This design comes from an exercise in tuning for small area and a short achievable clock period on the open sky130 flow, not from production work. Function was checked by simulation only, so behaviour that the tests miss may differ from the original. No driver is modelled on the clock port, so clocking that relies on it looks cheaper here than on a real chip.

## flow/design.v (module list and top-level ports; edited modules follow where they fit)
// module mac_top: 1537 lines
module mac_top #(
   parameter int A_WIDTH = 18,
   parameter int B_WIDTH = 18,
   parameter int P_WIDTH = 48
) (
   input  logic                      clk,
   input  logic                      rst_n,
   input  logic signed [A_WIDTH-1:0] data_a,
   input  logic signed [B_WIDTH-1:0] data_b,
   input  mac_pkg::mac_op_e          op,
   input  logic                      activate_mac,
   output logic signed [P_WIDTH-1:0] data_p,
   output logic                      p_valid
);
  // ...
==> flow/flow/run.sh <==
#!/bin/bash
# The standard layout, with these changes in how it is made:
# - Yosys's synth runs without its early ABC pass (-noabc), so the full
#   adders it extracts keep their polarity (no inverters between them);
# - the port buffers are the smallest buffer (buf_1) instead of the
#   default clkdlybuf4s50_1; every port is still buffered;
# - after CTS, flow/pq_clock_delay.tcl puts delay chains in front of the
#   result register's clock (useful skew for the register-to-register
#   multiply-add paths).
export SYNTH_ARGS="-noabc"
export BUFFER_PORTS_ARGS="-buffer_cell sky130_fd_sc_hd__buf_1"
export POST_CTS_TCL="$PWD/flow/pq_clock_delay.tcl"
export PQ_DLY_CELLS="sky130_fd_sc_hd__clkdlybuf4s50_1 sky130_fd_sc_hd__clkdlybuf4s50_1 sky130_fd_sc_hd__clkdlybuf4s50_1"
export PQ_SKIP_BITS=8
export PQ_BUF_CELL=sky130_fd_sc_hd__clkbuf_8
bash standard.sh > standard.log 2>&1
==> flow/flow/pq_clock_delay.tcl <==
# Post-CTS hook: the result register p_q gets its clock through a short
# delay chain below each clock-tree leaf that drives it, so its clock
# arrives later than the operand registers'. This is useful skew for the
# operand -> result paths (the long multiply-add paths); the result
# register's own feedback path sees about the same delay at both ends.
# The low bits (below PQ_SKIP_BITS) keep the undelayed clock.
# The later repair steps (global route) see and repair the new timing.
set block [ord::get_db_block]
set db [ord::get_db]
set chain {}
foreach c $::env(PQ_DLY_CELLS) { lappend chain [$db findMaster $c] }
lappend chain [$db findMaster $::env(PQ_BUF_CELL)]
set groups [dict create]
set n 0
foreach inst [$block getInsts] {
  if {[regexp {^p_q\\?\[([0-9]+)} [$inst getName]] && [string match sky130_fd_sc_hd__df* [[$inst getMaster] getName]]} {
    incr n
    regexp {^p_q\\?\[([0-9]+)} [$inst getName] -> bit
    # the low result bits have short paths and ample setup slack: no delay
    if {$bit < $::env(PQ_SKIP_BITS)} { continue }
    set net [[$inst findITerm CLK] getNet]
    dict lappend groups [$net getName] $inst
  }
}
if {$n != 48} { error "pq_clock_delay: expected 48 result flops, found $n" }
set g 0
dict for {netname flops} $groups {
  set net [$block findNet $netname]
  set sx 0; set sy 0
  foreach f $flops {
    set bb [$f getBBox]
    set sx [expr {$sx + [$bb xMin]}]; set sy [expr {$sy + [$bb yMin]}]
  }
  set cx [expr {int($sx / [llength $flops])}]
  set cy [expr {int($sy / [llength $flops])}]
  set prev $net
  set k 0
  foreach m $chain {
    set inst [odb::dbInst_create $block $m "pq_clkdly_${g}_$k"]
    set out [odb::dbNet_create $block "pq_clk_${g}_$k"]
    $out setSigType CLOCK
    [$inst findITerm A] connect $prev
    [$inst findITerm X] connect $out
    $inst setLocation $cx $cy
    $inst setPlacementStatus PLACED
    set prev $out
    incr k
  }
  foreach f $flops {
    set it [$f findITerm CLK]
    $it disconnect
    $it connect $prev
  }
  puts "pq_clock_delay: group $g under $netname: [llength $flops] flops"
  incr g
}
global_connect
detailed_placement
check_placement -verbose
estimate_parasitics -placement
report_clock_skew
==> flow/standard.sh <==
#!/bin/bash
# synth_recipe.tcl (not shown) runs the flow's synth.tcl, then flattens the netlist and writes it again
# the make line also repeats each setting of config.mk as NAME=value (left out here)
make -C /OpenROAD-flow-scripts/flow DESIGN_CONFIG=/design/flow/config.mk WORK_HOME=/design/flow/orfs CLKGATE_MAP_FILE= SYNTH_SCRIPT=/design/flow/synth_recipe.tcl "${@:-finish}"
==> flow/config.mk <==
export PLATFORM = sky130hd
export DESIGN_NAME = mac_top
export DESIGN_NICKNAME = mac_top
export VERILOG_FILES = /design/flow/design.v
export SDC_FILE = /design/flow/constraint.sdc
export NUM_CORES = 4
export LEC_CHECK = 0
export ABC_AREA = 1
export CAP_MARGIN = 20
export CORE_MARGIN = 2
export CORE_UTILIZATION = 40
export HOLD_SLACK_MARGIN = 0.05
export SLEW_MARGIN = 20
==> flow/constraint.sdc <==
create_clock -name core_clock -period 10.0 [get_ports {clk}]
set_input_delay 2.0000 -clock core_clock [delete_from_list [all_inputs] [get_ports {clk}]]
set_output_delay 2.0000 -clock core_clock [all_outputs]
set_load 0.01 [all_outputs]
==> flow_metrics.tcl, run 1 <==
set metrics [dict create \
    setup_violations 0 \
    synth_common_cells "196 x xor2_1, 165 x fa_1, 153 x o22ai_1" \
    period_needed_ns 4.77 \
    antenna_found_initial 0 \
    r2r_end "p_q[47]" \
    final_cell_mix "196 x xor2_1, 165 x fa_1, 153 x o22ai_1, 122 x nand2_1, 122 x inv_1" \
    run_status "finished with violations" \
    yosysTopAreaCell "fa_1" \
    clk_latency_ns 2.03 \
    ant_nets 0 \
    n_multi_input_combinational_cell 828 \
    drive_above_1_share_pct 4.01 \
    chipWidth_um 172 \
    fin_crit_sh_pct 47.7 \
    cap_violations 0 \
    regArea_mm2 0.00229 \
    path_common_cell "fa_1" \
    hold-worst-slack_ns -0.0354 \
    largest_class "multi-input combinational cells" \
    min_path_cells 11 \
    cp-end-kind "flip-flop" \
    so_faults "negative hold slack" \
    path_clk_slew_ns 0.08 \
    area_growth_pct 12.6 \
    synth_area_mm2 0.0113 \
    fp-row-count 61 \
    crit-reg2reg-launch "neg_q[7]" \
    seq_share_pct 18.0 \
    cp_top_family "adder cells" \
    hold_violations 3 \
    dp_slack_ns 3.60 \
    final_area_mm2 0.0127 \
    final_common_cell "xor2_1" \
    rsz0062_at_grt "no" \
    dieHeight_um 172 \
    yosysTopAreaCellShare_pct 29.3 \
    dr.pass1.iters 5 \
    rrSetupSlack_ns 5.23 \
]
==> inputs of run 2 (changes only) <==
--- a/flow/design.v
+++ b/flow/design.v
@@ -798,402 +798,402 @@
    assign pp164 = ((one_q[8] & a_q[11]) | (two_q[8] & a_q[10])) ^ neg_q[8];
    assign pp165 = ((one_q[8] & a_q[12]) | (two_q[8] & a_q[11])) ^ neg_q[8];
    assign pp166 = ((one_q[8] & a_q[13]) | (two_q[8] & a_q[12])) ^ neg_q[8];
    assign pp167 = ((one_q[8] & a_q[14]) | (two_q[8] & a_q[13])) ^ neg_q[8];
    assign pp168 = ((one_q[8] & a_q[15]) | (two_q[8] & a_q[14])) ^ neg_q[8];
    assign pp169 = ((one_q[8] & a_q[16]) | (two_q[8] & a_q[15])) ^ neg_q[8];
    assign pp170 = ((one_q[8] & a_q[17]) | (two_q[8] & a_q[16])) ^ neg_q[8];
    assign pp171 = ~(((one_q[8] | two_q[8]) & a_q[17]) ^ neg_q[8]);
-   assign s172 = neg_q[0] ^ pp1 ^ pg[0];
-   assign c173 = (neg_q[0] & pp1) | (neg_q[0] & pg[0]) | (pp1 & pg[0]);
-   assign s174 = pp2 ^ pg[1] ^ c173;
-   assign c175 = (pp2 & pg[1]) | (pp2 & c173) | (pg[1] & c173);
+   assign s172 = neg_q[0] ^ pp1;
+   assign c173 = neg_q[0] & pp1;
+   assign s174 = pp2 ^ c173;
+   assign c175 = pp2 & c173;
    assign s176 = neg_q[1] ^ pp3 ^ pp20;
    assign c177 = (neg_q[1] & pp3) | (neg_q[1] & pp20) | (pp3 & pp20);
-   assign s178 = s176 ^ pg[2];
-   assign c179 = s176 & pg[2];
+   assign s178 = c175 ^ s176;
+   assign c179 = c175 & s176;
    assign s180 = pp4 ^ pp21 ^ c177;
    assign c181 = (pp4 & pp21) | (pp4 & c177) | (pp21 & c177);
-   assign s182 = s180 ^ pg[3] ^ c179;
-   assign c183 = (s180 & pg[3]) | (s180 & c179) | (pg[3] & c179);
+   assign s182 = c179 ^ s180;
+   assign c183 = c179 & s180;
    assign s184 = neg_q[2] ^ pp5 ^ pp22;
    assign c185 = (neg_q[2] & pp5) | (neg_q[2] & pp22) | (pp5 & pp22);
    assign s186 = pp39 ^ s184 ^ c181;
    assign c187 = (pp39 & s184) | (pp39 & c181) | (s184 & c181);
-   assign s188 = pg[4] ^ s186 ^ c183;
-   assign c189 = (pg[4] & s186) | (pg[4] & c183) | (s186 & c183);
+   assign s188 = c183 ^ s186;
+   assign c189 = c183 & s186;
    assign s190 = pp6 ^ pp23 ^ pp40;
    assign c191 = (pp6 & pp23) | (pp6 & pp40) | (pp23 & pp40);
-   assign s192 = c185 ^ s190 ^ pg[5];
-   assign c193 = (c185 & s190) | (c185 & pg[5]) | (s190 & pg[5]);
-   assign s194 = c187 ^ s192;
-   assign c195 = c187 & s192;
+   assign s192 = c185 ^ s190 ^ c187;
+   assign c193 = (c185 & s190) | (c185 & c187) | (s190 & c187);
+   assign s194 = c189 ^ s192;
+   assign c195 = c189 & s192;
    assign s196 = neg_q[3] ^ pp7 ^ pp24;
    assign c197 = (neg_q[3] & pp7) | (neg_q[3] & pp24) | (pp7 & pp24);
    assign s198 = pp41 ^ pp58 ^ c191;
    assign c199 = (pp41 & pp58) | (pp41 & c191) | (pp58 & c191);
-   assign s200 = s196 ^ s198 ^ pg[6];
-   assign c201 = (s196 & s198) | (s196 & pg[6]) | (s198 & pg[6]);
-   assign s202 = c193 ^ s200;
-   assign c203 = c193 & s200;
+   assign s200 = s196 ^ s198 ^ c193;
+   assign c201 = (s196 & s198) | (s196 & c193) | (s198 & c193);
+   assign s202 = pg[6] ^ c195;
+   assign c203 = pg[6] & c195;
    assign s204 = pp8 ^ pp25 ^ pp42;
    assign c205 = (pp8 & pp25) | (pp8 & pp42) | (pp25 & pp42);
    assign s206 = pp59 ^ c197 ^ s204;
    assign c207 = (pp59 & c197) | (pp59 & s204) | (c197 & s204);
-   assign s208 = c199 ^ pg[7] ^ s206;
-   assign c209 = (c199 & pg[7]) | (c199 & s206) | (pg[7] & s206);
-   assign s210 = c201 ^ s208;
-   assign c211 = c201 & s208;
+   assign s208 = c199 ^ s206 ^ pg[7];
+   assign c209 = (c199 & s206) | (c199 & pg[7]) | (s206 & pg[7]);
+   assign s210 = c201 ^ c203;
+   assign c211 = c201 & c203;
    assign s212 = neg_q[4] ^ pp9 ^ pp26;
    assign c213 = (neg_q[4] & pp9) | (neg_q[4] & pp26) | (pp9 & pp26);
    assign s214 = pp43 ^ pp60 ^ pp77;
    assign c215 = (pp43 & pp60) | (pp43 & pp77) | (pp60 & pp77);
    assign s216 = c205 ^ s212 ^ s214;
    assign c217 = (c205 & s212) | (c205 & s214) | (s212 & s214);
-   assign s218 = c207 ^ pg[8] ^ s216;
-   assign c219 = (c207 & pg[8]) | (c207 & s216) | (pg[8] & s216);
+   assign s218 = c207 ^ s216 ^ pg[8];
+   assign c219 = (c207 & s216) | (c207 & pg[8]) | (s216 & pg[8]);
    assign s220 = c209 ^ s218;
    assign c221 = c209 & s218;
    assign s222 = pp10 ^ pp27 ^ pp44;
    assign c223 = (pp10 & pp27) | (pp10 & pp44) | (pp27 & pp44);
    assign s224 = pp61 ^ pp78 ^ c213;
    assign c225 = (pp61 & pp78) | (pp61 & c213) | (pp78 & c213);
    assign s226 = c215 ^ s222 ^ c217;
    assign c227 = (c215 & s222) | (c215 & c217) | (s222 & c217);
-   assign s228 = s224 ^ pg[9] ^ c219;
-   assign c229 = (s224 & pg[9]) | (s224 & c219) | (pg[9] & c219);
-   assign s230 = s226 ^ c221;
-   assign c231 = s226 & c221;
+   assign s228 = s224 ^ s226 ^ pg[9];
+   assign c229 = (s224 & s226) | (s224 & pg[9]) | (s226 & pg[9]);
+   assign s230 = c219 ^ s228;
+   assign c231 = c219 & s228;
    assign s232 = neg_q[5] ^ pp11 ^ pp28;
    assign c233 = (neg_q[5] & pp11) | (neg_q[5] & pp28) | (pp11 & pp28);
    assign s234 = pp45 ^ pp62 ^ pp79;
    assign c235 = (pp45 & pp62) | (pp45 & pp79) | (pp62 & pp79);
    assign s236 = pp96 ^ c223 ^ s232;
    assign c237 = (pp96 & c223) | (pp96 & s232) | (c223 & s232);
-   assign s238 = s234 ^ c225 ^ pg[10];
-   assign c239 = (s234 & c225) | (s234 & pg[10]) | (c225 & pg[10]);
-   assign s240 = s236 ^ c227 ^ s238;
-   assign c241 = (s236 & c227) | (s236 & s238) | (c227 & s238);
-   assign s242 = c229 ^ c231;
-   assign c243 = c229 & c231;
+   assign s238 = s234 ^ c225 ^ s236;
+   assign c239 = (s234 & c225) | (s234 & s236) | (c225 & s236);
+   assign s240 = c227 ^ s238 ^ pg[10];
+   assign c241 = (c227 & s238) | (c227 & pg[10]) | (s238 & pg[10]);
+   assign s242 = c229 ^ s240;
+   assign c243 = c229 & s240;
    assign s244 = pp12 ^ pp29 ^ pp46;
    assign c245 = (pp12 & pp29) | (pp12 & pp46) | (pp29 & pp46);
    assign s246 = pp63 ^ pp80 ^ pp97;
    assign c247 = (pp63 & pp80) | (pp63 & pp97) | (pp80 & pp97);
    assign s248 = c233 ^ c235 ^ s244;
    assign c249 = (c233 & c235) | (c233 & s244) | (c235 & s244);
-   assign s250 = s246 ^ c237 ^ pg[11];
-   assign c251 = (s246 & c237) | (s246 & pg[11]) | (c237 & pg[11]);
-   assign s252 = s248 ^ c239 ^ s250;
-   assign c253 = (s248 & c239) | (s248 & s250) | (c239 & s250);
+   assign s250 = s246 ^ c237 ^ s248;
+   assign c251 = (s246 & c237) | (s246 & s248) | (c237 & s248);
+   assign s252 = c239 ^ s250 ^ pg[11];
+   assign c253 = (c239 & s250) | (c239 & pg[11]) | (s250 & pg[11]);
    assign s254 = c241 ^ s252;
    assign c255 = c241 & s252;
    assign s256 = neg_q[6] ^ pp13 ^ pp30;
    assign c257 = (neg_q[6] & pp13) | (neg_q[6] & pp30) | (pp13 & pp30);
    assign s258 = pp47 ^ pp64 ^ pp81;
    assign c259 = (pp47 & pp64) | (pp47 & pp81) | (pp64 & pp81);
    assign s260 = pp98 ^ pp115 ^ c245;
    assign c261 = (pp98 & pp115) | (pp98 & c245) | (pp115 & c245);
    assign s262 = c247 ^ s256 ^ s258;
    assign c263 = (c247 & s256) | (c247 & s258) | (s256 & s258);
-   assign s264 = c249 ^ s260 ^ pg[12];
-   assign c265 = (c249 & s260) | (c249 & pg[12]) | (s260 & pg[12]);
-   assign s266 = s262 ^ c251 ^ s264;
-   assign c267 = (s262 & c251) | (s262 & s264) | (c251 & s264);
+   assign s264 = c249 ^ s260 ^ s262;
+   assign c265 = (c249 & s260) | (c249 & s262) | (s260 & s262);
+   assign s266 = c251 ^ s264 ^ pg[12];
+   assign c267 = (c251 & s264) | (c251 & pg[12]) | (s264 & pg[12]);
    assign s268 = c253 ^ s266;
    assign c269 = c253 & s266;
    assign s270 = pp14 ^ pp31 ^ pp48;
    assign c271 = (pp14 & pp31) | (pp14 & pp48) | (pp31 & pp48);
    assign s272 = pp65 ^ pp82 ^ pp99;
    assign c273 = (pp65 & pp82) | (pp65 & pp99) | (pp82 & pp99);
    assign s274 = pp116 ^ c257 ^ c259;
    assign c275 = (pp116 & c257) | (pp116 & c259) | (c257 & c259);
    assign s276 = s270 ^ s272 ^ c261;
    assign c277 = (s270 & s272) | (s270 & c261) | (s272 & c261);
-   assign s278 = c263 ^ s274 ^ pg[13];
-   assign c279 = (c263 & s274) | (c263 & pg[13]) | (s274 & pg[13]);
-   assign s280 = s276 ^ c265 ^ s278;
-   assign c281 = (s276 & c265) | (s276 & s278) | (c265 & s278);
+   assign s278 = c263 ^ s274 ^ s276;
+   assign c279 = (c263 & s274) | (c263 & s276) | (s274 & s276);
+   assign s280 = c265 ^ s278 ^ pg[13];
+   assign c281 = (c265 & s278) | (c265 & pg[13]) | (s278 & pg[13]);
    assign s282 = c267 ^ s280;
    assign c283 = c267 & s280;
    assign s284 = neg_q[7] ^ pp15 ^ pp32;
    assign c285 = (neg_q[7] & pp15) | (neg_q[7] & pp32) | (pp15 & pp32);
    assign s286 = pp49 ^ pp66 ^ pp83;
    assign c287 = (pp49 & pp66) | (pp49 & pp83) | (pp66 & pp83);
    assign s288 = pp100 ^ pp117 ^ pp134;
    assign c289 = (pp100 & pp117) | (pp100 & pp134) | (pp117 & pp134);
    assign s290 = c271 ^ c273 ^ s284;
    assign c291 = (c271 & c273) | (c271 & s284) | (c273 & s284);
    assign s292 = s286 ^ s288 ^ c275;
    assign c293 = (s286 & s288) | (s286 & c275) | (s288 & c275);
-   assign s294 = pg[14] ^ s290 ^ c277;
-   assign c295 = (pg[14] & s290) | (pg[14] & c277) | (s290 & c277);
-   assign s296 = s292 ^ c279 ^ s294;
-   assign c297 = (s292 & c279) | (s292 & s294) | (c279 & s294);
-   assign s298 = c281 ^ c283;
-   assign c299 = c281 & c283;
+   assign s294 = s290 ^ c277 ^ s292;
+   assign c295 = (s290 & c277) | (s290 & s292) | (c277 & s292);
+   assign s296 = c279 ^ s294 ^ pg[14];
+   assign c297 = (c279 & s294) | (c279 & pg[14]) | (s294 & pg[14]);
+   assign s298 = c281 ^ s296;
+   assign c299 = c281 & s296;
    assign s300 = pp16 ^ pp33 ^ pp50;
    assign c301 = (pp16 & pp33) | (pp16 & pp50) | (pp33 & pp50);
    assign s302 = pp67 ^ pp84 ^ pp101;
    assign c303 = (pp67 & pp84) | (pp67 & pp101) | (pp84 & pp101);
    assign s304 = pp118 ^ pp135 ^ c285;
    assign c305 = (pp118 & pp135) | (pp118 & c285) | (pp135 & c285);
    assign s306 = c287 ^ c289 ^ s300;
    assign c307 = (c287 & c289) | (c287 & s300) | (c289 & s300);
    assign s308 = s302 ^ c291 ^ s304;
    assign c309 = (s302 & c291) | (s302 & s304) | (c291 & s304);
-   assign s310 = pg[15] ^ s306 ^ c293;
-   assign c311 = (pg[15] & s306) | (pg[15] & c293) | (s306 & c293);
-   assign s312 = s308 ^ c295 ^ s310;
-   assign c313 = (s308 & c295) | (s308 & s310) | (c295 & s310);
+   assign s310 = s306 ^ c293 ^ s308;
+   assign c311 = (s306 & c293) | (s306 & s308) | (c293 & s308);
+   assign s312 = c295 ^ s310 ^ pg[15];
+   assign c313 = (c295 & s310) | (c295 & pg[15]) | (s310 & pg[15]);
    assign s314 = c297 ^ s312;
    assign c315 = c297 & s312;
    assign s316 = neg_q[8] ^ pp17 ^ pp34;
    assign c317 = (neg_q[8] & pp17) | (neg_q[8] & pp34) | (pp17 & pp34);
    assign s318 = pp51 ^ pp68 ^ pp85;
    assign c319 = (pp51 & pp68) | (pp51 & pp85) | (pp68 & pp85);
    assign s320 = pp102 ^ pp119 ^ pp136;
    assign c321 = (pp102 & pp119) | (pp102 & pp136) | (pp119 & pp136);
    assign s322 = pp153 ^ c301 ^ c303;
    assign c323 = (pp153 & c301) | (pp153 & c303) | (c301 & c303);
    assign s324 = s316 ^ s318 ^ s320;
    assign c325 = (s316 & s318) | (s316 & s320) | (s318 & s320);
    assign s326 = c305 ^ c307 ^ s322;
    assign c327 = (c305 & c307) | (c305 & s322) | (c307 & s322);
-   assign s328 = pg[16] ^ s324 ^ c309;
-   assign c329 = (pg[16] & s324) | (pg[16] & c309) | (s324 & c309);
-   assign s330 = s326 ^ c311 ^ s328;
-   assign c331 = (s326 & c311) | (s326 & s328) | (c311 & s328);
+   assign s328 = s324 ^ c309 ^ s326;
+   assign c329 = (s324 & c309) | (s324 & s326) | (c309 & s326);
+   assign s330 = c311 ^ s328 ^ pg[16];
+   assign c331 = (c311 & s328) | (c311 & pg[16]) | (s328 & pg[16]);
    assign s332 = c313 ^ s330;
    assign c333 = c313 & s330;
    assign s334 = pp18 ^ pp35 ^ pp52;
    assign c335 = (pp18 & pp35) | (pp18 & pp52) | (pp35 & pp52);
    assign s336 = pp69 ^ pp86 ^ pp103;
    assign c337 = (pp69 & pp86) | (pp69 & pp103) | (pp86 & pp103);
    assign s338 = pp120 ^ pp137 ^ pp154;
    assign c339 = (pp120 & pp137) | (pp120 & pp154) | (pp137 & pp154);
    assign s340 = c317 ^ c319 ^ c321;
    assign c341 = (c317 & c319) | (c317 & c321) | (c319 & c321);
    assign s342 = s334 ^ s336 ^ s338;
    assign c343 = (s334 & s336) | (s334 & s338) | (s336 & s338);
    assign s344 = c323 ^ c325 ^ s340;
    assign c345 = (c323 & c325) | (c323 & s340) | (c325 & s340);
-   assign s346 = pg[17] ^ s342 ^ c327;
-   assign c347 = (pg[17] & s342) | (pg[17] & c327) | (s342 & c327);
-   assign s348 = s344 ^ c329 ^ s346;
-   assign c349 = (s344 & c329) | (s344 & s346) | (c329 & s346);
+   assign s346 = s342 ^ c327 ^ s344;
+   assign c347 = (s342 & c327) | (s342 & s344) | (c327 & s344);
+   assign s348 = c329 ^ s346 ^ pg[17];
+   assign c349 = (c329 & s346) | (c329 & pg[17]) | (s346 & pg[17]);
    assign s350 = c331 ^ s348;
    assign c351 = c331 & s348;
    assign s352 = 1'b1 ^ pp19 ^ pp36;
    assign c353 = (1'b1 & pp19) | (1'b1 & pp36) | (pp19 & pp36);
    assign s354 = pp53 ^ pp70 ^ pp87;
    assign c355 = (pp53 & pp70) | (pp53 & pp87) | (pp70 & pp87);
    assign s356 = pp104 ^ pp121 ^ pp138;
    assign c357 = (pp104 & pp121) | (pp104 & pp138) | (pp121 & pp138);
    assign s358 = pp155 ^ c335 ^ c337;
    assign c359 = (pp155 & c335) | (pp155 & c337) | (c335 & c337);
    assign s360 = c339 ^ s352 ^ s354;
    assign c361 = (c339 & s352) | (c339 & s354) | (s352 & s354);
    assign s362 = s356 ^ c341 ^ c343;
    assign c363 = (s356 & c341) | (s356 & c343) | (c341 & c343);
-   assign s364 = s358 ^ pg[18] ^ s360;
-   assign c365 = (s358 & pg[18]) | (s358 & s360) | (pg[18] & s360);
-   assign s366 = c345 ^ s362 ^ s364;
-   assign c367 = (c345 & s362) | (c345 & s364) | (s362 & s364);
-   assign s368 = c347 ^ s366 ^ c349;
-   assign c369 = (c347 & s366) | (c347 & c349) | (s366 & c349);
+   assign s364 = s358 ^ s360 ^ c345;
+   assign c365 = (s358 & s360) | (s358 & c345) | (s360 & c345);
+   assign s366 = s362 ^ c347 ^ s364;
+   assign c367 = (s362 & c347) | (s362 & s364) | (c347 & s364);
+   assign s368 = pg[18] ^ s366 ^ c349;
+   assign c369 = (pg[18] & s366) | (pg[18] & c349) | (s366 & c349);
    assign s370 = 1'b1 ^ pp37 ^ pp54;
    assign c371 = (1'b1 & pp37) | (1'b1 & pp54) | (pp37 & pp54);
    assign s372 = pp71 ^ pp88 ^ pp105;
    assign c373 = (pp71 & pp88) | (pp71 & pp105) | (pp88 & pp105);
    assign s374 = pp122 ^ pp139 ^ pp156;
    assign c375 = (pp122 & pp139) | (pp122 & pp156) | (pp139 & pp156);
    assign s376 = c353 ^ c355 ^ c357;
    assign c377 = (c353 & c355) | (c353 & c357) | (c355 & c357);
    assign s378 = s370 ^ s372 ^ s374;
    assign c379 = (s370 & s372) | (s370 & s374) | (s372 & s374);
    assign s380 = c359 ^ c361 ^ s376;
    assign c381 = (c359 & c361) | (c359 & s376) | (c361 & s376);
-   assign s382 = pg[19] ^ s378 ^ c363;
-   assign c383 = (pg[19] & s378) | (pg[19] & c363) | (s378 & c363);
-   assign s384 = c365 ^ s380 ^ s382;
-   assign c385 = (c365 & s380) | (c365 & s382) | (s380 & s382);
+   assign s382 = s378 ^ c363 ^ s380;
+   assign c383 = (s378 & c363) | (s378 & s380) | (c363 & s380);
+   assign s384 = c365 ^ s382 ^ pg[19];
+   assign c385 = (c365 & s382) | (c365 & pg[19]) | (s382 & pg[19]);
    assign s386 = c367 ^ s384;
    assign c387 = c367 & s384;
    assign s388 = pp38 ^ pp55 ^ pp72;
    assign c389 = (pp38 & pp55) | (pp38 & pp72) | (pp55 & pp72);
    assign s390 = pp89 ^ pp106 ^ pp123;
    assign c391 = (pp89 & pp106) | (pp89 & pp123) | (pp106 & pp123);
    assign s392 = pp140 ^ pp157 ^ c371;
    assign c393 = (pp140 & pp157) | (pp140 & c371) | (pp157 & c371);
    assign s394 = c373 ^ c375 ^ s388;
    assign c395 = (c373 & c375) | (c373 & s388) | (c375 & s388);
    assign s396 = s390 ^ c377 ^ c379;
    assign c397 = (s390 & c377) | (s390 & c379) | (c377 & c379);
-   assign s398 = s392 ^ pg[20] ^ s394;
-   assign c399 = (s392 & pg[20]) | (s392 & s394) | (pg[20] & s394);
-   assign s400 = c381 ^ s396 ^ s398;
-   assign c401 = (c381 & s396) | (c381 & s398) | (s396 & s398);
-   assign s402 = c383 ^ s400 ^ c385;
-   assign c403 = (c383 & s400) | (c383 & c385) | (s400 & c385);
+   assign s398 = s392 ^ s394 ^ c381;
+   assign c399 = (s392 & s394) | (s392 & c381) | (s394 & c381);
+   assign s400 = s396 ^ c383 ^ s398;
+   assign c401 = (s396 & c383) | (s396 & s398) | (c383 & s398);
+   assign s402 = pg[20] ^ s400 ^ c385;
+   assign c403 = (pg[20] & s400) | (pg[20] & c385) | (s400 & c385);
    assign s404 = 1'b1 ^ pp56 ^ pp73;
    assign c405 = (1'b1 & pp56) | (1'b1 & pp73) | (pp56 & pp73);
    assign s406 = pp90 ^ pp107 ^ pp124;
    assign c407 = (pp90 & pp107) | (pp90 & pp124) | (pp107 & pp124);
    assign s408 = pp141 ^ pp158 ^ c389;
    assign c409 = (pp141 & pp158) | (pp141 & c389) | (pp158 & c389);
    assign s410 = c391 ^ s404 ^ s406;
    assign c411 = (c391 & s404) | (c391 & s406) | (s404 & s406);
    assign s412 = c393 ^ c395 ^ s408;
    assign c413 = (c393 & c395) | (c393 & s408) | (c395 & s408);
-   assign s414 = pg[21] ^ s410 ^ c397;
-   assign c415 = (pg[21] & s410) | (pg[21] & c397) | (s410 & c397);
-   assign s416 = c399 ^ s412 ^ s414;
-   assign c417 = (c399 & s412) | (c399 & s414) | (s412 & s414);
+   assign s414 = s410 ^ c397 ^ s412;
+   assign c415 = (s410 & c397) | (s410 & s412) | (c397 & s412);
+   assign s416 = c399 ^ s414 ^ pg[21];
+   assign c417 = (c399 & s414) | (c399 & pg[21]) | (s414 & pg[21]);
    assign s418 = c401 ^ s416;
    assign c419 = c401 & s416;
    assign s420 = pp57 ^ pp74 ^ pp91;
    assign c421 = (pp57 & pp74) | (pp57 & pp91) | (pp74 & pp91);
    assign s422 = pp108 ^ pp125 ^ pp142;
    assign c423 = (pp108 & pp125) | (pp108 & pp142) | (pp125 & pp142);
    assign s424 = pp159 ^ c405 ^ c407;
    assign c425 = (pp159 & c405) | (pp159 & c407) | (c405 & c407);
    assign s426 = s420 ^ s422 ^ c409;
    assign c427 = (s420 & s422) | (s420 & c409) | (s422 & c409);
-   assign s428 = c411 ^ s424 ^ pg[22];
-   assign c429 = (c411 & s424) | (c411 & pg[22]) | (s424 & pg[22]);
-   assign s430 = c413 ^ s426 ^ s428;
-   assign c431 = (c413 & s426) | (c413 & s428) | (s426 & s428);
-   assign s432 = c415 ^ s430 ^ c417;
-   assign c433 = (c415 & s430) | (c415 & c417) | (s430 & c417);
+   assign s428 = c411 ^ s424 ^ c413;
+   assign c429 = (c411 & s424) | (c411 & c413) | (s424 & c413);
+   assign s430 = s426 ^ c415 ^ s428;
+   assign c431 = (s426 & c415) | (s426 & s428) | (c415 & s428);
+   assign s432 = pg[22] ^ s430 ^ c417;
+   assign c433 = (pg[22] & s430) | (pg[22] & c417) | (s430 & c417);
    assign s434 = 1'b1 ^ pp75 ^ pp92;
    assign c435 = (1'b1 & pp75) | (1'b1 & pp92) | (pp75 & pp92);
    assign s436 = pp109 ^ pp126 ^ pp143;
    assign c437 = (pp109 & pp126) | (pp109 & pp143) | (pp126 & pp143);
    assign s438 = pp160 ^ c421 ^ c423;
    assign c439 = (pp160 & c421) | (pp160 & c423) | (c421 & c423);
    assign s440 = s434 ^ s436 ^ c425;
    assign c441 = (s434 & s436) | (s434 & c425) | (s436 & c425);
-   assign s442 = s438 ^ pg[23] ^ c427;
-   assign c443 = (s438 & pg[23]) | (s438 & c427) | (pg[23] & c427);
-   assign s444 = s440 ^ c429 ^ s442;
-   assign c445 = (s440 & c429) | (s440 & s442) | (c429 & s442);
+   assign s442 = s438 ^ c427 ^ s440;
+   assign c443 = (s438 & c427) | (s438 & s440) | (c427 & s440);
+   assign s444 = c429 ^ s442 ^ pg[23];
+   assign c445 = (c429 & s442) | (c429 & pg[23]) | (s442 & pg[23]);
    assign s446 = c431 ^ s444;
    assign c447 = c431 & s444;
    assign s448 = pp76 ^ pp93 ^ pp110;
    assign c449 = (pp76 & pp93) | (pp76 & pp110) | (pp93 & pp110);
    assign s450 = pp127 ^ pp144 ^ pp161;
    assign c451 = (pp127 & pp144) | (pp127 & pp161) | (pp144 & pp161);
    assign s452 = c435 ^ c437 ^ s448;
    assign c453 = (c435 & c437) | (c435 & s448) | (c437 & s448);
-   assign s454 = s450 ^ c439 ^ pg[24];
-   assign c455 = (s450 & c439) | (s450 & pg[24]) | (c439 & pg[24]);
-   assign s456 = s452 ^ c441 ^ s454;
-   assign c457 = (s452 & c441) | (s452 & s454) | (c441 & s454);
-   assign s458 = c443 ^ s456 ^ c445;
-   assign c459 = (c443 & s456) | (c443 & c445) | (s456 & c445);
+   assign s454 = s450 ^ c439 ^ s452;
+   assign c455 = (s450 & c439) | (s450 & s452) | (c439 & s452);
+   assign s456 = c441 ^ s454 ^ c443;
+   assign c457 = (c441 & s454) | (c441 & c443) | (s454 & c443);
+   assign s458 = pg[24] ^ s456 ^ c445;
+   assign c459 = (pg[24] & s456) | (pg[24] & c445) | (s456 & c445);
    assign s460 = 1'b1 ^ pp94 ^ pp111;
    assign c461 = (1'b1 & pp94) | (1'b1 & pp111) | (pp94 & pp111);
    assign s462 = pp128 ^ pp145 ^ pp162;
    assign c463 = (pp128 & pp145) | (pp128 & pp162) | (pp145 & pp162);
    assign s464 = c449 ^ c451 ^ s460;
    assign c465 = (c449 & c451) | (c449 & s460) | (c451 & s460);
-   assign s466 = s462 ^ c453 ^ pg[25];
-   assign c467 = (s462 & c453) | (s462 & pg[25]) | (c453 & pg[25]);
-   assign s468 = s464 ^ c455 ^ s466;
-   assign c469 = (s464 & c455) | (s464 & s466) | (c455 & s466);
+   assign s466 = s462 ^ c453 ^ s464;
+   assign c467 = (s462 & c453) | (s462 & s464) | (c453 & s464);
+   assign s468 = c455 ^ s466 ^ pg[25];
+   assign c469 = (c455 & s466) | (c455 & pg[25]) | (s466 & pg[25]);
    assign s470 = c457 ^ s468;
    assign c471 = c457 & s468;
    assign s472 = pp95 ^ pp112 ^ pp129;
    assign c473 = (pp95 & pp112) | (pp95 & pp129) | (pp112 & pp129);
    assign s474 = pp146 ^ pp163 ^ c461;
    assign c475 = (pp146 & pp163) | (pp146 & c461) | (pp163 & c461);
    assign s476 = c463 ^ s472 ^ c465;
    assign c477 = (c463 & s472) | (c463 & c465) | (s472 & c465);
-   assign s478 = s474 ^ pg[26] ^ c467;
-   assign c479 = (s474 & pg[26]) | (s474 & c467) | (pg[26] & c467);
-   assign s480 = s476 ^ c469 ^ s478;
-   assign c481 = (s476 & c469) | (s476 & s478) | (c469 & s478);
+   assign s478 = s474 ^ c467 ^ s476;
+   assign c479 = (s474 & c467) | (s474 & s476) | (c467 & s476);
+   assign s480 = s478 ^ pg[26] ^ c469;
+   assign c481 = (s478 & pg[26]) | (s478 & c469) | (pg[26] & c469);
    assign s482 = 1'b1 ^ pp113 ^ pp130;
    assign c483 = (1'b1 & pp113) | (1'b1 & pp130) | (pp113 & pp130);
    assign s484 = pp147 ^ pp164 ^ c473;
    assign c485 = (pp147 & pp164) | (pp147 & c473) | (pp164 & c473);
    assign s486 = s482 ^ c475 ^ s484;
    assign c487 = (s482 & c475) | (s482 & s484) | (c475 & s484);
-   assign s488 = pg[27] ^ c477 ^ s486;
-   assign c489 = (pg[27] & c477) | (pg[27] & s486) | (c477 & s486);
-   assign s490 = c479 ^ s488;
-   assign c491 = c479 & s488;
+   assign s488 = c477 ^ s486 ^ c479;
+   assign c489 = (c477 & s486) | (c477 & c479) | (s486 & c479);
+   assign s490 = pg[27] ^ s488;
+   assign c491 = pg[27] & s488;
    assign s492 = pp114 ^ pp131 ^ pp148;
    assign c493 = (pp114 & pp131) | (pp114 & pp148) | (pp131 & pp148);
    assign s494 = pp165 ^ c483 ^ s492;
    assign c495 = (pp165 & c483) | (pp165 & s492) | (c483 & s492);
-   assign s496 = c485 ^ pg[28] ^ s494;
-   assign c497 = (c485 & pg[28]) | (c485 & s494) | (pg[28] & s494);
-   assign s498 = c487 ^ s496 ^ c489;
-   assign c499 = (c487 & s496) | (c487 & c489) | (s496 & c489);
+   assign s496 = c485 ^ s494 ^ c487;
+   assign c497 = (c485 & s494) | (c485 & c487) | (s494 & c487);
+   assign s498 = s496 ^ pg[28] ^ c489;
+   assign c499 = (s496 & pg[28]) | (s496 & c489) | (pg[28] & c489);
    assign s500 = 1'b1 ^ pp132 ^ pp149;
    assign c501 = (1'b1 & pp132) | (1'b1 & pp149) | (pp132 & pp149);
    assign s502 = pp166 ^ c493 ^ s500;
    assign c503 = (pp166 & c493) | (pp166 & s500) | (c493 & s500);
-   assign s504 = c495 ^ pg[29] ^ s502;
-   assign c505 = (c495 & pg[29]) | (c495 & s502) | (pg[29] & s502);
-   assign s506 = c497 ^ s504;
-   assign c507 = c497 & s504;
+   assign s504 = c495 ^ s502 ^ c497;
+   assign c505 = (c495 & s502) | (c495 & c497) | (s502 & c497);
+   assign s506 = pg[29] ^ s504;
+   assign c507 = pg[29] & s504;
    assign s508 = pp133 ^ pp150 ^ pp167;
    assign c509 = (pp133 & pp150) | (pp133 & pp167) | (pp150 & pp167);
    assign s510 = c501 ^ s508 ^ c503;
    assign c511 = (c501 & s508) | (c501 & c503) | (s508 & c503);
-   assign s512 = pg[30] ^ c505 ^ s510;
-   assign c513 = (pg[30] & c505) | (pg[30] & s510) | (c505 & s510);
+   assign s512 = s510 ^ pg[30] ^ c505;
+   assign c513 = (s510 & pg[30]) | (s510 & c505) | (pg[30] & c505);
    assign s514 = 1'b1 ^ pp151 ^ pp168;
    assign c515 = (1'b1 & pp151) | (1'b1 & pp168) | (pp151 & pp168);
-   assign s516 = c509 ^ s514 ^ pg[31];
-   assign c517 = (c509 & s514) | (c509 & pg[31]) | (s514 & pg[31]);
-   assign s518 = c511 ^ s516;
-   assign c519 = c511 & s516;
+   assign s516 = c509 ^ s514 ^ c511;
+   assign c517 = (c509 & s514) | (c509 & c511) | (s514 & c511);
+   assign s518 = s516 ^ pg[31];
+   assign c519 = s516 & pg[31];
    assign s520 = pp152 ^ pp169 ^ c515;
    assign c521 = (pp152 & pp169) | (pp152 & c515) | (pp169 & c515);
-   assign s522 = s520 ^ pg[32] ^ c517;
-   assign c523 = (s520 & pg[32]) | (s520 & c517) | (pg[32] & c517);
+   assign s522 = s520 ^ c517 ^ pg[32];
+   assign c523 = (s520 & c517) | (s520 & pg[32]) | (c517 & pg[32]);
    assign s524 = 1'b1 ^ pp170 ^ c521;
    assign c525 = (1'b1 & pp170) | (1'b1 & c521) | (pp170 & c521);
-   assign s526 = pg[33] ^ s524;
-   assign c527 = pg[33] & s524;
-   assign s528 = pp171 ^ pg[34] ^ c525;
-   assign c529 = (pp171 & pg[34]) | (pp171 & c525) | (pg[34] & c525);
+   assign s526 = s524 ^ pg[33];
+   assign c527 = s524 & pg[33];
+   assign s528 = pp171 ^ c525 ^ pg[34];
+   assign c529 = (pp171 & c525) | (pp171 & pg[34]) | (c525 & pg[34]);
    assign s530 = 1'b1 ^ pg[35];
    assign c531 = 1'b1 & pg[35];
-   assign s532 = 1'b1 ^ pg[36] ^ c531;
-   assign c533 = (1'b1 & pg[36]) | (1'b1 & c531) | (pg[36] & c531);
-   assign s534 = 1'b1 ^ pg[37] ^ c533;
-   assign c535 = (1'b1 & pg[37]) | (1'b1 & c533) | (pg[37] & c533);
+   assign s532 = 1'b1 ^ pg[36];
+   assign c533 = 1'b1 & pg[36];
+   assign s534 = 1'b1 ^ pg[37];
+   assign c535 = 1'b1 & pg[37];
    assign s536 = 1'b1 ^ pg[38];
    assign c537 = 1'b1 & pg[38];
-   assign s538 = 1'b1 ^ pg[39] ^ c537;
-   assign c539 = (1'b1 & pg[39]) | (1'b1 & c537) | (pg[39] & c537);
-   assign s540 = 1'b1 ^ pg[40] ^ c539;
-   assign c541 = (1'b1 & pg[40]) | (1'b1 & c539) | (pg[40] & c539);
+   assign s538 = 1'b1 ^ pg[39];
+   assign c539 = 1'b1 & pg[39];
+   assign s540 = 1'b1 ^ pg[40];
+   assign c541 = 1'b1 & pg[40];
    assign s542 = 1'b1 ^ pg[41];
    assign c543 = 1'b1 & pg[41];
-   assign s544 = 1'b1 ^ pg[42] ^ c543;
-   assign c545 = (1'b1 & pg[42]) | (1'b1 & c543) | (pg[42] & c543);
-   assign s546 = 1'b1 ^ pg[43] ^ c545;
-   assign c547 = (1'b1 & pg[43]) | (1'b1 & c545) | (pg[43] & c545);
+   assign s544 = 1'b1 ^ pg[42];
+   assign c545 = 1'b1 & pg[42];
+   assign s546 = 1'b1 ^ pg[43];
+   assign c547 = 1'b1 & pg[43];
    assign s548 = 1'b1 ^ pg[44];
    assign c549 = 1'b1 & pg[44];
-   assign s550 = 1'b1 ^ pg[45] ^ c549;
-   assign c551 = (1'b1 & pg[45]) | (1'b1 & c549) | (pg[45] & c549);
-   assign s552 = 1'b1 ^ pg[46] ^ c551;
-   assign c553 = (1'b1 & pg[46]) | (1'b1 & c551) | (pg[46] & c551);
+   assign s550 = 1'b1 ^ pg[45];
+   assign c551 = 1'b1 & pg[45];
+   assign s552 = 1'b1 ^ pg[46];
+   assign c553 = 1'b1 & pg[46];
    assign s554 = 1'b1 ^ pg[47];
    assign c555 = 1'b1 & pg[47];
-   assign rx = {c553, s552, s550, c547, s546, s544, c541, s540, s538, c535, s534, s532, c529, c527, c523, c519, c513, c507, c499, c491, c481, c471, c459, c447, c433, c419, c403, c387, c369, c351, c333, c315, c299, s296, c269, c255, c243, s240, s228, c211, c203, c195, c189, s188, s182, c175, s174, s172};
-   assign ry = {s554, 1'b0, 1'b0, s548, 1'b0, 1'b0, s542, 1'b0, 1'b0, s536, 1'b0, 1'b0, s530, s528, s526, s522, s518, s512, s506, s498, s490, s480, s470, s458, s446, s432, s418, s402, s386, s368, s350, s332, s314, s298, s282, s268, s254, s242, s230, s220, s210, s202, s194, 1'b0, 1'b0, s178, 1'b0, 1'b0};
+   assign rx = {c553, c551, c549, c547, c545, c543, c541, c539, c537, c535, c533, c531, c529, c527, c523, c519, c513, c507, c499, c491, c481, c471, c459, c447, c433, c419, c403, c387, c369, c351, c333, c315, c299, c283, c269, c255, c243, c231, c221, c211, s208, s200, pg[5], pg[4], pg[3], pg[2], pg[1], pg[0]};
+   assign ry = {s554, s552, s550, s548, s546, s544, s542, s540, s538, s536, s534, s532, s530, s528, s526, s522, s518, s512, s506, s498, s490, s480, s470, s458, s446, s432, s418, s402, s386, s368, s350, s332, s314, s298, s282, s268, s254, s242, s230, s220, s210, s202, s194, s188, s182, s178, s174, s172};
    logic [47:0] g0, p0;
    assign g0 = rx & ry;
    assign p0 = rx ^ ry;
    logic gg1;
    assign gg1 = g0[1] | (p0[1] & g0[0]);
    logic kp1;
    assign kp1 = p0[1] & p0[0];
    logic gg2;
==> flow/flow/run.sh (replaced) <==
#!/bin/bash
# The standard layout, with these changes in how it is made:
# - Yosys's synth runs without its early ABC pass (-noabc), so the full
#   adders it extracts keep their polarity (no inverters between them);
# - the port buffers are the smallest buffer (buf_1) instead of the
#   default clkdlybuf4s50_1; every port is still buffered;
# - before CTS, flow/pq_clock_delay.tcl puts a delay chain in front of the
#   result register's clock (useful skew for the register-to-register
#   multiply-add paths); CTS builds the clock tree around it.
export SYNTH_ARGS="-noabc"
export BUFFER_PORTS_ARGS="-buffer_cell sky130_fd_sc_hd__buf_1"
export PRE_CTS_TCL="$PWD/flow/pq_clock_delay.tcl"
export PQ_DLY_CELL=sky130_fd_sc_hd__clkdlybuf4s50_1
export PQ_DLY_STAGES=2
bash standard.sh > standard.log 2>&1
==> flow/flow/pq_clock_delay.tcl (replaced) <==
# Pre-CTS hook: the result register p_q gets its clock through a short
# chain of delay cells, so its clock arrives later than the operand
# registers'. This is useful skew for the operand -> result paths (the
# long multiply-add paths); the result register's own feedback path sees
# the same delay at both ends. CTS then builds the tree below the chain.
set block [ord::get_db_block]
set db [ord::get_db]
set master [$db findMaster $::env(PQ_DLY_CELL)]
set nst $::env(PQ_DLY_STAGES)
set flops {}
foreach inst [$block getInsts] {
  if {[string match {p_q\[*} [$inst getName]]} { lappend flops $inst }
}
puts "pq_clock_delay: [llength $flops] result flops, $nst x $::env(PQ_DLY_CELL)"
set clknet [[[lindex $flops 0] findITerm CLK] getNet]
set sx 0; set sy 0
foreach f $flops {
  set bb [$f getBBox]
  set sx [expr {$sx + [$bb xMin]}]; set sy [expr {$sy + [$bb yMin]}]
}
set cx [expr {int($sx / [llength $flops])}]
set cy [expr {int($sy / [llength $flops])}]
set prev $clknet
for {set k 0} {$k < $nst} {incr k} {
  set inst [odb::dbInst_create $block $master "pq_clkdly_$k"]
  set out [odb::dbNet_create $block "pq_clk_$k"]
  $out setSigType CLOCK
  [$inst findITerm A] connect $prev
  [$inst findITerm X] connect $out
  $inst setLocation $cx $cy
  $inst setPlacementStatus PLACED
  set prev $out
}
foreach f $flops {
  set it [$f findITerm CLK]
  $it disconnect
  $it connect $prev
}
global_connect
detailed_placement
check_placement -verbose
==> flow/config.mk (replaced) <==
export PLATFORM = sky130hd
export DESIGN_NAME = mac_top
export DESIGN_NICKNAME = mac_top
export VERILOG_FILES = /design/flow/design.v
export SDC_FILE = /design/flow/constraint.sdc
export NUM_CORES = 4
export LEC_CHECK = 0
export ABC_AREA = 1
export CAP_MARGIN = 20
export CORE_MARGIN = 2
export CORE_UTILIZATION = 40
export SETUP_SLACK_MARGIN = 5
export SLEW_MARGIN = 20
==> run 2 against run 1 <==
  * Synthesized cell count rose by 1.8%
  * The flow now stops in clock tree synthesis (4_1_cts)
  * Area after synthesis increased by 1.5%
==> flow_metrics.tcl, run 2 <==
set metrics [dict create \
    synth_area_mm2 0.0114 \
    synth_ff_type "dfrtp_1" \
    synthTopCellsByArea "fa_1 29%, dfrtp_1 15%, xor2_1 15%" \
    synth-seq-cells 97 \
    syn-num-nets 1463 \
    syn_inst 1171 \
    gp_congestion 0.908 \
    dp_hpwl_um 21100 \
    run_status "stopped before the end" \
    dieHeight_um 173 \
    portBuffers 89 \
    postPlaceCellArea_mm2 0.0122 \
    chipWidth_um 173 \
    fp-row-count 61 \
    ys_seq_area_share_pct 20.0 \
    ys_types 34 \
    synth_warnings 1 \
    io_pins 90 \
    flow.stopped_at "clock tree synthesis (4_1_cts)" \
    avgSynthCellArea_um2 9.76 \
    tool.error "Error: cts.tcl, 6 Empty command name \"\"" \
    synth-edff-count 0 \
    yosysMostFrequentCell "xor2_1" \
    synth_common_cells "193 x xor2_1, 168 x fa_1, 153 x o22ai_1" \
    floorplan.initialDensity_pct 40.9 \
    ys_async_sr_fraction_pct 71.1 \
    yosysTopAreaCellShare_pct 29.4 \
    yosysTopAreaCell "fa_1" \
]
[run 2: cell count changes after synthesis, sizes merged, moves of 2 or more]
cell    before  now
buf         19   21
nand3       11    9
clkbuf      40   38
xnor2        6   10
a21oi       18   23
inv        124  131
xor2       196  193
nand2      130  134
fa         165  168
[run 2: stage by stage]
| step | std cells | hold WS (ns) | setup WS, ns | utilization (%) |
|---|---|---|---|---|
| after floorplan | 1171 | 0.331 | 4.60 | - |
| after global placement | 1582 | 0.343 | 3.73 | 43.7 |
| after detailed placement | 1582 | 0.336 | 3.65 | 43.7 |
[run 2: how the worst max path moves through the flow]
stage                        start       to  slack, ns  cells after the start
after floorplan           two_q[7]  p_q[46]       4.60                     26
after global placement    neg_q[4]  p_q[42]       3.73                     22
after detailed placement  neg_q[4]  p_q[47]       3.65                     23
[run 2: kinds of logic after synthesis]
kind of cell    after synthesis  share of synthesized area, %
xor+xnor                    203                          15.6
buf+inv                     233                          7.78
flops                        97                          20.0
fa+ha+maj                   251                          38.5
compound gates              207                          11.5
simple gates                180                          6.59
==> inputs of run 3 (changes only) <==
--- a/flow/flow/pq_clock_delay.tcl
+++ b/flow/flow/pq_clock_delay.tcl
@@ -10,7 +10,10 @@
 set flops {}
 foreach inst [$block getInsts] {
-  if {[string match {p_q\[*} [$inst getName]]} { lappend flops $inst }
+  if {[regexp {^p_q} [$inst getName]] && [string match sky130_fd_sc_hd__df* [[$inst getMaster] getName]]} {
+    lappend flops $inst
+  }
 }
 puts "pq_clock_delay: [llength $flops] result flops, $nst x $::env(PQ_DLY_CELL)"
+if {[llength $flops] != 48} { error "pq_clock_delay: expected 48 result flops" }
 set clknet [[[lindex $flops 0] findITerm CLK] getNet]
 set sx 0; set sy 0
==> run 3 against run 2 <==
  * The run now finishes clean
  * Area after synthesis unchanged
  * Synthesized cell count unchanged
==> flow_metrics.tcl, run 3 <==
set metrics [dict create \
    run_status "finished clean" \
    clock_skew_ns 0.0687 \
    first_iter_violations 1095 \
    setup_ws_ns 4.36 \
    tightestPinTransition_ns 0.976 \
    avgSynthCellArea_um2 9.76 \
    synthAdderAreaFrac_pct 38.5 \
    portBuffers 89 \
    worstPathArrival_ns 7.13 \
    synth-seq-cells 97 \
    synth_common_cells "193 x xor2_1, 168 x fa_1, 153 x o22ai_1" \
    synth_ff_type "dfrtp_1" \
    ys_seq_area_share_pct 20.0 \
    synthTopCellsByArea "fa_1 29%, dfrtp_1 15%, xor2_1 15%" \
    vias 9787 \
    fin_crit_sh_pct 56.4 \
    vias_per_cell 5.43 \
    yosys.area_share.simple_pct 6.59 \
    fin_tns_setup_ns 0 \
    antenna_found_initial 0 \
    slew-limit-headroom_pct 34.9 \
    synth_warnings 1 \
    ys_types 34 \
    synth_compound_area_share_pct 11.5 \
    grt_pass1_wl_um 51900 \
    floorplan.initialDensity_pct 40.9 \
    drive_above_1_share_pct 35.1 \
    fp-row-count 61 \
    io_pins 90 \
    totalWireLength_um 34700 \
    track_usage_pct 22.2 \
    cts_tree "done" \
    yosysTopAreaCell "fa_1" \
    synth-edff-count 0 \
    ant_nets 0 \
    synthMuxAreaShare_pct 0 \
    dp_slack_ns 3.65 \
    yosysTopAreaCellShare_pct 29.4 \
    dieHeight_um 173 \
    critPathKind "flip-flop to flip-flop" \
    final_common_cell "xor2_1" \
    cp-end-kind "flip-flop" \
    synth-xor-area-share_pct 15.6 \
    hold_violations 0 \
    drc_errors 0 \
    rsz0062_at_grt "yes" \
    period_needed_ns 5.64 \
    synth_area_mm2 0.0114 \
    reg_top3 "p_q (48), a_q (18)" \
    grt_max_degree 70 \
    final_cell_mix "178 x xor2_1, 157 x buf_4, 125 x inv_1, 118 x o22ai_1, 108 x nand2_1" \
    largest_reg_flops 48 \
    worstPathMaxFanout 8 \
    syn_inst 1171 \
    core-area_mm2 0.0279 \
    hold-worst-slack_ns 0.351 \
    gp_congestion 0.908 \
    maxSlewViolCount 0 \
    area_growth_pct 35.9 \
    die_area_mm2 0.0299 \
    path_clk_slew_ns 0.08 \
    setup_violations 0 \
    syn-num-nets 1463 \
    grt_overflow_total 0 \
    fmax_mhz 177 \
    wl_per_cell_um 19.3 \
    crit_path_start_kind "flip-flop" \
    yosysMostFrequentCell "xor2_1" \
    clk_latency_ns 1.60 \
    fill_cells 2341 \
    antennaDiodeCount 0 \
    critical_path_required_ns 11.48 \
    nNetsFinal 1711 \
    top_register "p_q" \
    ys_async_sr_fraction_pct 71.1 \
    grt_pass1_vias 9971 \
    dr.pass1.iters 5 \
    chipWidth_um 173 \
    dp_hpwl_um 21100 \
    synth_top_family_by_area "adder cells" \
    hold_class "flip-flop to flip-flop" \
    cap_violations 0 \
]
-- run 3: cell counts after synthesis --
Identical to the previous run, type by type.
-- run 3: final cells by class, without the clock buffers --
type	count	area, µm²	share of cell area, %
Multi-Input combinational cell	841	9230	59.4
Sequential cell	97	2350	15.1
Timing Repair Buffer	271	1920	12.3
Inverter	174	845	5.44
Tap cell	378	473	3.04
Clock inverter	6	75.1	0.483
Timing Repair inverter	9	50.0	0.322
Buffer	2	20.0	0.129
-- run 3: kinds of logic after synthesis --
logic type,count (synthesis)
AOI/OAI and AO/OA,207
xor gates and xnor gates,203
adders and majority gates,251
buffers and inverters,233
DFF,97
and+or+nand+nor,180
-- run 3: timing repair --
| item | 4_1_cts | 5_1_grt |
|---|---|---|
| hold buffers | 0 | 0 |
| endpoints found under the setup margin | 38 | 37 |
| pin swaps | 43 | 77 |
| gates cloned | 5 | 4 |
| resized for setup | 139 | 127 |
| buffers inserted | 139 | 40 |
-- run 3: final timing paths --
kind	start	to	slack, ns	cells past startpoint
max reg2reg	two_q[4]	p_q[35]	4.36	21
min	v_q	pv_q	0.35	0
max in group asynchronous	rst_n	one_q[1]	8.69	1
max	two_q[4]	p_q[35]	4.36	21
min reg2reg	v_q	pv_q	0.35	0
min in group asynchronous	rst_n	p_q[33]	0.56	1
-- run 3: through the flow --
| step | std cells | area [µm²] | utilization, % |
|---|---|---|---|
| 4_1_cts | 1757 | 14500 | 52.0 |
| 3_5_place_dp | 1582 | 12200 | 43.7 |
| 2_1_floorplan | 1171 | 11800 | - |
| 6_report | 1801 | 15500 | 55.6 |
| 5_1_grt | 1801 | 15500 | 55.6 |
| 3_3_place_gp | 1582 | 12200 | 43.7 |
-- run 3: worst max-delay path, cell delays in order (launching register included) --
cell	delay [ns]
dfrtp_1	0.40
clkinv_4	0.14
buf_4	0.17
o22ai_1	0.18
xor2_1	0.22
fa_1	0.51
fa_2	0.40
fa_2	0.38
fa_2	0.39
fa_1	0.46
fa_1	0.50
ha_1	0.34
nand2_2	0.10
inv_1	0.06
a21oi_2	0.17
nand2_2	0.07
a21oi_2	0.18
nand2_4	0.09
buf_4	0.15
a31o_2	0.21
fa_2	0.33
xor2_1	0.15
-- run 3: metal layers --
layer / share of wire [%] / vias up / global-route usage, %
li1: - / 4296 / -
met2: 49 / 553 / 36.1
met4: 5.0 / 0 / 12.4
met3: 7.8 / 159 / 3.96
met1: 38 / 4779 / 28.1
met5: 0 / - / 0
==> inputs of run 4 (changes only) <==
==> flow/flow/run.sh (replaced) <==
#!/bin/bash
# The standard layout, with two changes in how it is made:
# - Yosys's synth runs without its early ABC pass (-noabc), so the full
#   adders it extracts keep their polarity (no inverters between them);
# - the port buffers are the smallest buffer (buf_1) instead of the
#   default clkdlybuf4s50_1; every port is still buffered.
export SYNTH_ARGS="-noabc"
export BUFFER_PORTS_ARGS="-buffer_cell sky130_fd_sc_hd__buf_1"
bash standard.sh > standard.log 2>&1
removed: flow/flow/pq_clock_delay.tcl
==> run 4 against run 3 <==
  * Synthesized cell count unchanged
  * Highest routed layer unchanged
  * Still clean on timing, DRC and antenna
  * First-iteration DRC count decreased by 5.5%
  * Register-to-register slack about the same
  * Hold slack improved by 0.0023 ns
  * Largest cell class unchanged
  * Via count decreased by 0.81%
  * Flip-flop and latch count unchanged
  * Critical endpoint is now p_q[46]
  * Fmax increased by 0.16%
  * Global-route usage decreased by 0.80 points
  * Sequential share of layout area increased by 0.44 points
==> flow_metrics.tcl, run 4 <==
set metrics [dict create \
    run_status "finished clean" \
    synth_top_family_by_area "adder cells" \
    reg_top3 "p_q (48), a_q (18)" \
    track_usage_pct 21.4 \
    synthMuxAreaShare_pct 0 \
    dr.pass1.iters 5 \
    fp-row-count 61 \
    antennaDiodeCount 0 \
    synth-edff-count 0 \
    rsz0062_at_grt "yes" \
    vias 9708 \
    cts_sinks 97 \
    synth_warnings 1 \
    tightestPinTransition_ns 0.966 \
    ctsHoldBuffers 0 \
    hold_class "flip-flop to flip-flop" \
    cp-end-kind "flip-flop" \
    nNetsFinal 1701 \
    setup_violations 0 \
    cap_violations 0 \
    h-tree-depth 3 \
    slew-limit-headroom_pct 35.6 \
    syn_inst 1171 \
    synth_common_cells "193 x xor2_1, 168 x fa_1, 153 x o22ai_1" \
    core-area_mm2 0.0279 \
    path_common_cell "nand2_2" \
    wl_per_cell_um 19.1 \
    worstPathArrival_ns 5.94 \
    dieHeight_um 173 \
    drc_errors 0 \
    ys_seq_area_share_pct 20.0 \
    cts_tree "done" \
    clock_skew_ns 0.0162 \
    cts_buffer_depth 2 \
    avgSynthCellArea_um2 9.76 \
    top_register "p_q" \
    synth_area_mm2 0.0114 \
    synthAdderAreaFrac_pct 38.5 \
    syn-num-nets 1463 \
    cts_root_buf "clkbuf_16" \
    dp_hpwl_um 21100 \
    grt_pass1_vias 9553 \
    yosysTopAreaCell "fa_1" \
    io_pins 90 \
    portBuffers 89 \
    fin_crit_sh_pct 56.4 \
    floorplan.initialDensity_pct 40.9 \
    ys_async_sr_fraction_pct 71.1 \
    final_cell_mix "178 x xor2_1, 170 x buf_4, 127 x inv_1, 122 x o22ai_1, 112 x nand2_1" \
    clk_latency_ns 0.37 \
    first_iter_violations 1035 \
    ant_nets 0 \
    synth-xor-area-share_pct 15.6 \
    die_area_mm2 0.0299 \
    yosysTopAreaCellShare_pct 29.4 \
    critPathMaxStageDelay_ns 0.57 \
    totalWireLength_um 34300 \
    yosysMostFrequentCell "xor2_1" \
    crit_chain "clkinv_2 > o22ai_1 > xor2_1 > fa_1 > fa_2 > fa_2 > fa_2 > fa_1 > fa_1 > ha_4 > nand2_1 > nand2_1 > a21oi_2 > nand2_2 > a21oi_4 > nand2_4 > nand2_2 > nand2_2 > nand2_2 > nand2_2 > a21oi_2 > fa_2 > inv_1" \
    fin_tns_setup_ns 0 \
    hold_violations 0 \
    critical_path_required_ns 10.30 \
    grt_pass1_wl_um 50500 \
    grt_overflow_total 0 \
    fill_cells 2409 \
    synth_compound_area_share_pct 11.5 \
    path_buf_inv 2 \
    area_growth_pct 32.1 \
    yosys.area_share.simple_pct 6.59 \
    drive_above_1_share_pct 33.8 \
    path_clk_slew_ns 0.07 \
    grt_max_degree 70 \
    maxSlewViolCount 0 \
    antenna_found_initial 0 \
    chipWidth_um 173 \
    crit_path_start_kind "flip-flop" \
    cp_top_family "adder cells" \
    synth-seq-cells 97 \
    final_common_cell "xor2_1" \
    cts_buffers 9 \
    largest_reg_flops 48 \
    fmax_mhz 177 \
    critPathSlowestCell "fa_1" \
    synth_ff_type "dfrtp_1" \
    worstPathMaxFanout 5 \
    hold-worst-slack_ns 0.353 \
    ys_types 34 \
    period_needed_ns 5.64 \
    gp_congestion 0.908 \
    synthTopCellsByArea "fa_1 29%, dfrtp_1 15%, xor2_1 15%" \
    critPathKind "flip-flop to flip-flop" \
    vias_per_cell 5.42 \
]
-- run 4: kinds of logic (layout without fill, tap and decap cells) --
family / Yosys count / after routing
DFF: 97 / 97
adders and majority gates: 251 / 251
xor gates and xnor gates: 203 / 203
and+or+nand+nor: 180 / 180
AOI/OAI and AO/OA: 207 / 207
buffers and inverters: 233 / 476
-- run 4: per-layer routing --
layer,share of wire [%],wire length [µm],up-vias,global-route usage (%)
met5,0,0,-,0
met4,4.9,1690,0,9.15
met3,7.6,2610,127,3.30
met2,48,16600,530,35.6
met1,39,13400,4774,27.8
li1,-,-,4277,-
-- run 4: per-stage QoR --
step	area [µm²]	setup WS, ns	utilization (%)	cells
3_5_place_dp	12200	3.65	43.7	1582
3_3_place_gp	12200	3.73	43.7	1582
4_1_cts	14200	4.42	51.0	1750
2_1_floorplan	11800	4.60	-	1171
6_report	15100	4.36	54.1	1792
5_1_grt	15100	4.08	54.1	1792
-- run 4: area by class of cell --
type,count,area [µm²],area share (%)
inverters,174,846,5.60
repair inverters,7,40.0,0.265
well taps,378,473,3.13
multi-input cells,841,9190,60.8
flip-flops and latches,97,2350,15.5
clock inverters,4,33.8,0.224
clock buffers,12,258,1.71
repair buffers,279,1920,12.7
-- run 4: path summary, 6_finish.rpt --
path	start	to	slack, ns	depth (start not counted)
max	one_q[4]	p_q[46]	4.36	23
min	v_q	pv_q	0.35	0
max reg2reg	one_q[4]	p_q[46]	4.36	23
min reg2reg	v_q	pv_q	0.35	0
max in group asynchronous	rst_n	one_q[1]	7.52	1
min in group asynchronous	rst_n	p_q[35]	1.77	1
-- run 4: repair_timing --
item                       in CTS  in global routing
cloned                          2                  5
hold endpoints to repair        0                  0
pin swaps                      52                 62
setup endpoints to repair      39                 36
buffers inserted              150                 37
resized for setup             139                116

separate check: timing with driven ports:
No port has a modelled driver above. Below, the same layouts with a new extraction and two added sets of constraints.
Step 1, drivers: a clkbuf_16 drives clk and a buf_2 each remaining input, both assumed.
Step 2, shift: input delay + t, output delay - t, t = (earliest + latest rising clock arrival at the registers) / 2. This alone moves slack from input paths to output paths.
Slacks: ideal / step 1 / step 2; pairs: ideal / step 1.
run | shift t [ns] | slack for setup (ns) | worst hold slack (ns) | latest minus earliest clock arrival (ns)
run 1 | 1.238 | 5.234 / 5.234 / 5.234 | -0.035 / -0.035 / -0.035 | 1.688 / 1.688
run 3 | 1.615 | 4.355 / 4.355 / 4.355 | 0.351 / 0.351 / 0.351 | 0.069 / 0.069
run 4 | 0.415 | 4.364 / 4.364 / 4.364 | 0.353 / 0.353 / 0.353 | 0.016 / 0.017
In run 1 the clock reaches the registers at very different times; t lies between them, and the last value is a rough guide only.
